This design comes from an exercise in tuning for small area, a short achievable clock period and few clock cycles on the open sky130 flow, not from production work.
Where RTL was checked, it was by simulation tests only, not by an equivalence proof against the original.
Power figures rest on the tool's default switching activity, not on a simulated workload.

==> inputs of exp/sierra <==
## bitmap_page_allocator_top
module bitmap_page_allocator_top
(
    input  wire logic                clk,
    input  wire logic                rst_n,
    input  wire logic                in_valid,
    output logic                     in_ready,
    input  wire logic [bpa_pkg::KIND_W-1:0]   kind,
    input  wire logic [bpa_pkg::PAGE_W-1:0]   page,
    output logic                     out_valid,
    input  wire logic                out_ready,
    output logic [bpa_pkg::STATUS_W-1:0]      status,
    output logic [bpa_pkg::PAGE_W-1:0]        alloc_page,
    output logic [bpa_pkg::COUNT_W-1:0]       free_pages,
    input  wire logic                cfg_valid,
    output logic                     cfg_ready,
    input  wire logic                cfg_index,
    input  wire logic [bpa_pkg::COUNT_W-1:0]  cfg_data
);
export LEC_CHECK = 0
export CAP_MARGIN = 0
export CORE_MARGIN = 2
export CORE_UTILIZATION = 40
export CTS_CLUSTER_DIAMETER = 120
export CTS_CLUSTER_SIZE = 24
export SETUP_SLACK_MARGIN = 2.0
export SLEW_MARGIN = 0
create_clock -name core_clock -period 5.0 [get_ports {clk}]
run.sh (not shown) runs the stock make flow with config.mk's settings and CLKGATE_MAP_FILE= SYNTH_SCRIPT=/design/flow/synth_recipe.tcl, a recipe that flattens the netlist after the stock synthesis.
==> exp/indigo (differences from exp/sierra) <==
--- a/flow/design.v
+++ b/flow/design.v
@@ -109,31 +109,31 @@
     end
     logic                clr_q;
     logic [1:0]          ph_q;
     logic [COUNT_W-1:0]  cnt_q;
     logic                ov_q;
     logic [STATUS_W-1:0] st_q;
     logic [PAGE_W-1:0]   pg_q;
     logic [W-1:0]        fw_q;      
-    logic [R-1:0]        next_row;  
     logic [R-1:0]        fr_q;      
+    logic [R-1:0]        nr_q;      
     logic [R-1:0] row_hold;
     logic [R-1:0] row_wr;
     logic [W-1:0] wr_data;
     logic         wr_data_nz;
     logic [R-1:0] row_nz;
     logic [W-1:0] rd_data;
     bpa_dp u_dp (
         .clk        (clk),
         .row_hold   (row_hold),
         .row_wr     (row_wr),
         .wr_data    (wr_data),
         .wr_data_nz (wr_data_nz),
-        .rd_sel     (next_row),
+        .rd_sel     (nr_q),
         .row_nz     (row_nz),
         .rd_data    (rd_data)
     );
     logic               nonempty;
     logic [COUNT_W-1:0] init_cnt;
     logic [RB-1:0]      f_row;
     logic [WB-1:0]      f_col;
     logic [RB:0]        l_row;
@@ -206,59 +206,73 @@
             end
         two_set = t[0];
     endfunction
     logic [W-1:0]  bit_pre;
     logic [W-1:0]  low_bit;
     logic [W-1:0]  alloc_data;
     logic          fw_two;
     logic [R-1:0]  third_src;
+    logic [R-1:0]  third_row;
     logic          any_free;
     logic          alloc_go;
     logic          found;
     logic [RB-1:0] fr_idx;
+    logic [RB-1:0] nr_idx;
+    logic          nr_none;
     logic [WB-1:0] low_idx;
     always_comb
     begin
         bit_pre    = prefix_w(fw_q);
         low_bit    = fw_q & ~bit_pre;
         alloc_data = fw_q & bit_pre;
         fw_two     = two_set(fw_q);
-        third_src  = row_nz & ~fr_q;
-        next_row   = third_src & ~prefix_r(third_src);
+        third_src  = row_nz & ~fr_q & ~nr_q;
+        third_row  = third_src & ~prefix_r(third_src);
         fr_idx = '0;
+        nr_idx = '0;
         for (int g = 0; g < R; g++)
         begin
             if (fr_q[g]) fr_idx = fr_idx | RB'(g);
+            if (nr_q[g]) nr_idx = nr_idx | RB'(g);
         end
         low_idx = '0;
         for (int j = 0; j < W; j++)
             if (low_bit[j]) low_idx = low_idx | WB'(j);
     end
     assign any_free = |row_nz;
+    assign nr_none  = !(|nr_q);
     assign alloc_go = is_alloc;
     assign found    = is_alloc && any_free;
     logic [R-1:0]  page_row;
     logic [W-1:0]  page_col;
-    logic          page_below, page_same;
+    logic          page_below, page_same, page_next;
     always_comb
     begin
         for (int g = 0; g < R; g++)
             page_row[g] = (page[PAGE_W-1:WB] == RB'(g));
         for (int j = 0; j < W; j++)
             page_col[j] = (page[WB-1:0] == WB'(j));
     end
     logic [R-1:0]  page_gt;          
     always_comb
     begin
         for (int g = 0; g < R; g++)
             page_gt[g] = (RB'(g) > page[PAGE_W-1:WB]);
     end
     assign page_below = !any_free || (|(fr_q & page_gt));
     assign page_same  = |(fr_q & page_row);
+    assign page_next  = !(|(fr_q & (page_gt | page_row))) && (nr_none || (|(nr_q & page_gt)));
+    logic [R-1:0] init_nr;
+    always_comb
+    begin
+        for (int g = 0; g < R; g++)
+            init_nr[g] = (g == int'(f_row) + 1) &&
+                         (COUNT_W'((g) * W) < lim_q) && nonempty;
+    end
     logic [W-1:0] init_data;
     assign init_data = ph1 ? mask1 : (ph2 ? l_prefix : '1);
     always_comb
     begin
         for (int g = 0; g < R; g++)
         begin
             row_hold[g] = !(clr_q || is_init || (alloc_go && fr_q[g]));
             row_wr[g]   = (is_init && row_in[g]) ||
@@ -276,45 +290,53 @@
             wr_data = init_data;
     end
     always_ff @(posedge clk)
     begin
         if (clr_q)
         begin
             fw_q <= '0;
             fr_q <= '0;
+            nr_q <= '0;
         end
         else if (is_init)
         begin
             fw_q <= nonempty ? mask1 : '0;
             fr_q <= f_row_oh;
+            nr_q <= init_nr;
         end
         else if (found)
         begin
             if (fw_two)
             begin
                 fw_q <= alloc_data;
             end
             else
             begin
                 fw_q <= rd_data;
-                fr_q <= next_row;
+                fr_q <= nr_q;
+                nr_q <= third_row;
             end
         end
         else if (free_ok)
         begin
             if (page_below)
             begin
                 fw_q <= page_col;
                 fr_q <= page_row;
+                nr_q <= any_free ? fr_q : '0;
             end
             else if (page_same)
             begin
                 fw_q <= fw_q | page_col;
             end
+            else if (page_next)
+            begin
+                nr_q <= page_row;
+            end
         end
     end
     assign respond = (acc && !(is_init && (need1 || need2))) ||
                      (ph1 && !need2) || ph2;
     always_ff @(posedge clk or negedge rst_n)
     begin
         if (!rst_n)
         begin
CAP_MARGIN = 20   (was 0)
CTS_CLUSTER_DIAMETER = unset   (was 120)
CTS_CLUSTER_SIZE = unset   (was 24)
SLEW_MARGIN = 20   (was 0)
==> exp/umber (differences from exp/sierra) <==
--- a/flow/design.v
+++ b/flow/design.v
@@ -69,63 +69,48 @@
     output logic                     cfg_ready,
     input  wire logic                cfg_index,
     input  wire logic [bpa_pkg::COUNT_W-1:0]  cfg_data
 );
     localparam int R  = MAP_ROWS;
     localparam int W  = ROW_BITS;
     localparam int RB = $clog2(R);
     localparam int WB = $clog2(W);
-    localparam int ROW_W = WB;
     logic [PAGE_W-1:0]  first_q;
     logic [COUNT_W-1:0] lim_q;
-    logic               nonempty_q;
-    logic               same_row_q;
-    logic [COUNT_W-1:0] cfg_lim;
     assign cfg_ready = 1'b1;
-    assign cfg_lim   = cfg_data[COUNT_W-1] ? COUNT_W'(512) : cfg_data;
     always_ff @(posedge clk or negedge rst_n)
     begin
         if (!rst_n)
         begin
-            first_q    <= PAGE_W'(1);
-            lim_q      <= COUNT_W'(512);
-            nonempty_q <= 1'b1;
-            same_row_q <= 1'b0;
+            first_q <= PAGE_W'(1);
+            lim_q   <= COUNT_W'(512);
         end
         else if (cfg_valid)
         begin
             if (cfg_index)
-            begin
-                lim_q      <= cfg_lim;
-                nonempty_q <= (COUNT_W'(first_q) < cfg_lim);
-                same_row_q <= ({1'b0, first_q[PAGE_W-1:ROW_W]} == cfg_lim[COUNT_W-1:ROW_W]);
-            end
+                lim_q   <= cfg_data[COUNT_W-1] ? COUNT_W'(512) : cfg_data;
             else
-            begin
-                first_q    <= cfg_data[PAGE_W-1:0];
-                nonempty_q <= (COUNT_W'(cfg_data[PAGE_W-1:0]) < lim_q);
-                same_row_q <= ({1'b0, cfg_data[PAGE_W-1:ROW_W]} == lim_q[COUNT_W-1:ROW_W]);
-            end
+                first_q <= cfg_data[PAGE_W-1:0];
         end
     end
     logic                clr_q;
     logic [1:0]          ph_q;
     logic [COUNT_W-1:0]  cnt_q;
     logic                ov_q;
     logic [STATUS_W-1:0] st_q;
     logic [PAGE_W-1:0]   pg_q;
     logic [W-1:0]        fw_q;      
-    logic [R-1:0]        next_row;  
     logic [R-1:0]        fr_q;      
     logic [R-1:0] row_hold;
     logic [R-1:0] row_wr;
     logic [W-1:0] wr_data;
     logic         wr_data_nz;
     logic [R-1:0] row_nz;
+    logic [R-1:0] next_row;
     logic [W-1:0] rd_data;
     bpa_dp u_dp (
         .clk        (clk),
         .row_hold   (row_hold),
         .row_wr     (row_wr),
         .wr_data    (wr_data),
         .wr_data_nz (wr_data_nz),
         .rd_sel     (next_row),
@@ -138,23 +123,23 @@
     logic [WB-1:0]      f_col;
     logic [RB:0]        l_row;
     logic [WB-1:0]      l_col;
     logic               same_row;
     logic               need1, need2;
     logic [R-1:0]       row_in;
     logic [R-1:0]       f_row_oh;
     logic [W-1:0]       f_suffix, l_prefix, mask1;
-    assign nonempty = nonempty_q;
+    assign nonempty = (COUNT_W'(first_q) < lim_q);
     assign init_cnt = nonempty ? (lim_q - COUNT_W'(first_q)) : '0;
     assign f_row    = first_q[PAGE_W-1:WB];
     assign f_col    = first_q[WB-1:0];
     assign l_row    = lim_q[COUNT_W-1:WB];
     assign l_col    = lim_q[WB-1:0];
-    assign same_row = same_row_q;
+    assign same_row = ({1'b0, f_row} == l_row);
     assign need1    = nonempty && (f_col != '0);
     assign need2    = nonempty && (l_col != '0) && !(same_row && (f_col != '0));
     always_comb
     begin
         for (int g = 0; g < R; g++)
         begin
             row_in[g]   = (g > int'(f_row) || (g == int'(f_row) && f_col == '0)) &&
                           (g < int'(l_row));
@@ -189,112 +174,95 @@
     function automatic logic [W-1:0] prefix_w(input logic [W-1:0] v);
         logic [W-1:0] p;
         p = v;
         for (int s = 1; s < W; s = s * 2)
             for (int i = W - 1; i >= 0; i--)
                 if (i >= s) p[i] = p[i] | p[i-s];
         prefix_w = {p[W-2:0], 1'b0};
     endfunction
-    function automatic logic two_set(input logic [W-1:0] v);
-        logic [W-1:0] a, t;
-        a = v;
-        t = '0;
-        for (int s = 1; s < W; s = s * 2)
-            for (int i = 0; i < W; i = i + 2 * s)
-            begin
-                t[i] = t[i] | t[i+s] | (a[i] & a[i+s]);
-                a[i] = a[i] | a[i+s];
-            end
-        two_set = t[0];
-    endfunction
     logic [W-1:0]  bit_pre;
     logic [W-1:0]  low_bit;
     logic [W-1:0]  alloc_data;
-    logic          fw_two;
-    logic [R-1:0]  third_src;
+    logic          alloc_data_nz;
+    logic [R-1:0]  above;
     logic          any_free;
+    logic          cnt_nz;
     logic          alloc_go;
     logic          found;
     logic [RB-1:0] fr_idx;
     logic [WB-1:0] low_idx;
     always_comb
     begin
-        bit_pre    = prefix_w(fw_q);
-        low_bit    = fw_q & ~bit_pre;
-        alloc_data = fw_q & bit_pre;
-        fw_two     = two_set(fw_q);
-        third_src  = row_nz & ~fr_q;
-        next_row   = third_src & ~prefix_r(third_src);
+        bit_pre       = prefix_w(fw_q);
+        low_bit       = fw_q & ~bit_pre;
+        alloc_data    = fw_q & bit_pre;
+        alloc_data_nz = |alloc_data;
+        above         = row_nz & ~fr_q;
+        next_row      = above & ~prefix_r(above);
         fr_idx = '0;
         for (int g = 0; g < R; g++)
-        begin
             if (fr_q[g]) fr_idx = fr_idx | RB'(g);
-        end
         low_idx = '0;
         for (int j = 0; j < W; j++)
             if (low_bit[j]) low_idx = low_idx | WB'(j);
     end
     assign any_free = |row_nz;
-    assign alloc_go = is_alloc;
-    assign found    = is_alloc && any_free;
-    logic [R-1:0]  page_row;
-    logic [W-1:0]  page_col;
-    logic          page_below, page_same;
+    assign cnt_nz   = (cnt_q != '0);
+    assign alloc_go = is_alloc && cnt_nz;
+    assign found    = alloc_go && any_free;
+    logic [R-1:0] page_row;
+    logic [W-1:0] page_col;
+    logic         page_below, page_same;
     always_comb
     begin
         for (int g = 0; g < R; g++)
             page_row[g] = (page[PAGE_W-1:WB] == RB'(g));
         for (int j = 0; j < W; j++)
             page_col[j] = (page[WB-1:0] == WB'(j));
     end
-    logic [R-1:0]  page_gt;          
-    always_comb
-    begin
-        for (int g = 0; g < R; g++)
-            page_gt[g] = (RB'(g) > page[PAGE_W-1:WB]);
-    end
-    assign page_below = !any_free || (|(fr_q & page_gt));
-    assign page_same  = |(fr_q & page_row);
-    logic [W-1:0] init_data;
-    assign init_data = ph1 ? mask1 : (ph2 ? l_prefix : '1);
+    assign page_below = !any_free || (page[PAGE_W-1:WB] < fr_idx);
+    assign page_same  = (page[PAGE_W-1:WB] == fr_idx);
     always_comb
     begin
         for (int g = 0; g < R; g++)
         begin
             row_hold[g] = !(clr_q || is_init || (alloc_go && fr_q[g]));
             row_wr[g]   = (is_init && row_in[g]) ||
                           (free_ok && page_row[g]) ||
                           (alloc_go && fr_q[g]) ||
                           (ph1 && f_row_oh[g]) ||
                           (ph2 && (int'(l_row) == g));
         end
-        wr_data_nz = is_alloc ? fw_two : 1'b1;
+        wr_data_nz = is_alloc ? alloc_data_nz : 1'b1;
         if (is_alloc)
             wr_data = alloc_data;
         else if (is_free)
             wr_data = page_col;
+        else if (is_init)
+            wr_data = '1;
+        else if (ph1)
+            wr_data = mask1;
         else
-            wr_data = init_data;
+            wr_data = l_prefix;
     end
     always_ff @(posedge clk)
     begin
         if (clr_q)
         begin
             fw_q <= '0;
-            fr_q <= '0;
         end
         else if (is_init)
         begin
             fw_q <= nonempty ? mask1 : '0;
             fr_q <= f_row_oh;
         end
         else if (found)
         begin
-            if (fw_two)
+            if (alloc_data_nz)
             begin
                 fw_q <= alloc_data;
             end
             else
             begin
                 fw_q <= rd_data;
                 fr_q <= next_row;
             end
CAP_MARGIN = 20   (was 0)
CTS_BUF_LIST = sky130_fd_sc_hd__clkbuf_4 sky130_fd_sc_hd__clkbuf_8   (was unset)
CTS_CLUSTER_DIAMETER = unset   (was 120)
CTS_CLUSTER_SIZE = unset   (was 24)
SETUP_SLACK_MARGIN = unset   (was 2.0)
SLEW_MARGIN = 20   (was 0)
==> notes.md <==
| metric | exp/umber | exp/sierra | exp/indigo |
|---|---|---|---|
| Outcome | no timing/DRC/antenna violations | no timing/DRC/antenna violations | no timing/DRC/antenna violations |
| Fin crit share | 84.1% | 62.0% | 69.9% |
| Biggest cell delay along the critical path | 520 ps | 1020 ps | 600 ps |
| Proportion of power drawn by flip-flops and latches | 44.9% | 48.2% | 41.5% |
| Clock period minus final worst setup slack | 4210 ps | 3100 ps | 3500 ps |
| Total number of nets in the final design | 3112 | 3516 | 3680 |
| Core Footprint | 0.0699 mm² | 0.0711 mm² | 0.0732 mm² |
| Capture instance of the worst register-to-register path | fw_q[15]$_SDFFE_PP0P_ | u_dp.map_q[7][27]$_DFF_P_ | fw_q[23]$_SDFFE_PP0P_ |
| Inverters | 57 | 44 | 45 |
| Skew-Pair Late Insertion Delay | 750 ps | 670 ps | 670 ps |
| Detailed-router iteration count before antenna repair | 9 | 11 | 9 |
| Share of the final layout cell area in multi-input gates | 43.2% | 46.0% | 45.2% |
| Standard-cell row count | 97 | 98 | 99 |
| Total clock sinks | 620 | 622 | 638 |
| Cells after Synth | 3032 | 3333 | 3500 |
Testbench counts of exp/sierra, summed over its fixed seeds: cycles 12,170.
Testbench counts of exp/umber, summed over its fixed seeds: cycles 12,170.
Function not checked in exp/indigo: the RTL went through the layout flow alone.

[afterwards: timing with drivers on the ports]
Ports are ideal in the flow. The routed layouts listed here were re-timed in OpenROAD. Step 1 assumes that a clkbuf_16 drives the clock port and a buf_2 every other input. Step 2, shift: input delay + t, output delay - t, t = (earliest + latest rising clock arrival at the registers) / 2. This alone moves slack from input paths to output paths. Slacks: no drivers / after step 1 / after step 2; pairs: no drivers / after step 1.
run	shift t [ns]	slack for setup (ns)	worst setup path at the end
exp/sierra	0.723	1.898 / 1.911 / 1.209	input to register
exp/indigo	0.710	1.503 / 1.503 / 1.162	input to register
exp/umber	0.769	0.793 / 0.793 / 0.320	input to register
After both steps setup and hold are still met in every run listed. For exp/sierra, which loses most, drivers alone change the setup slack by +0.013 ns; drivers and shift together by -0.689 ns.
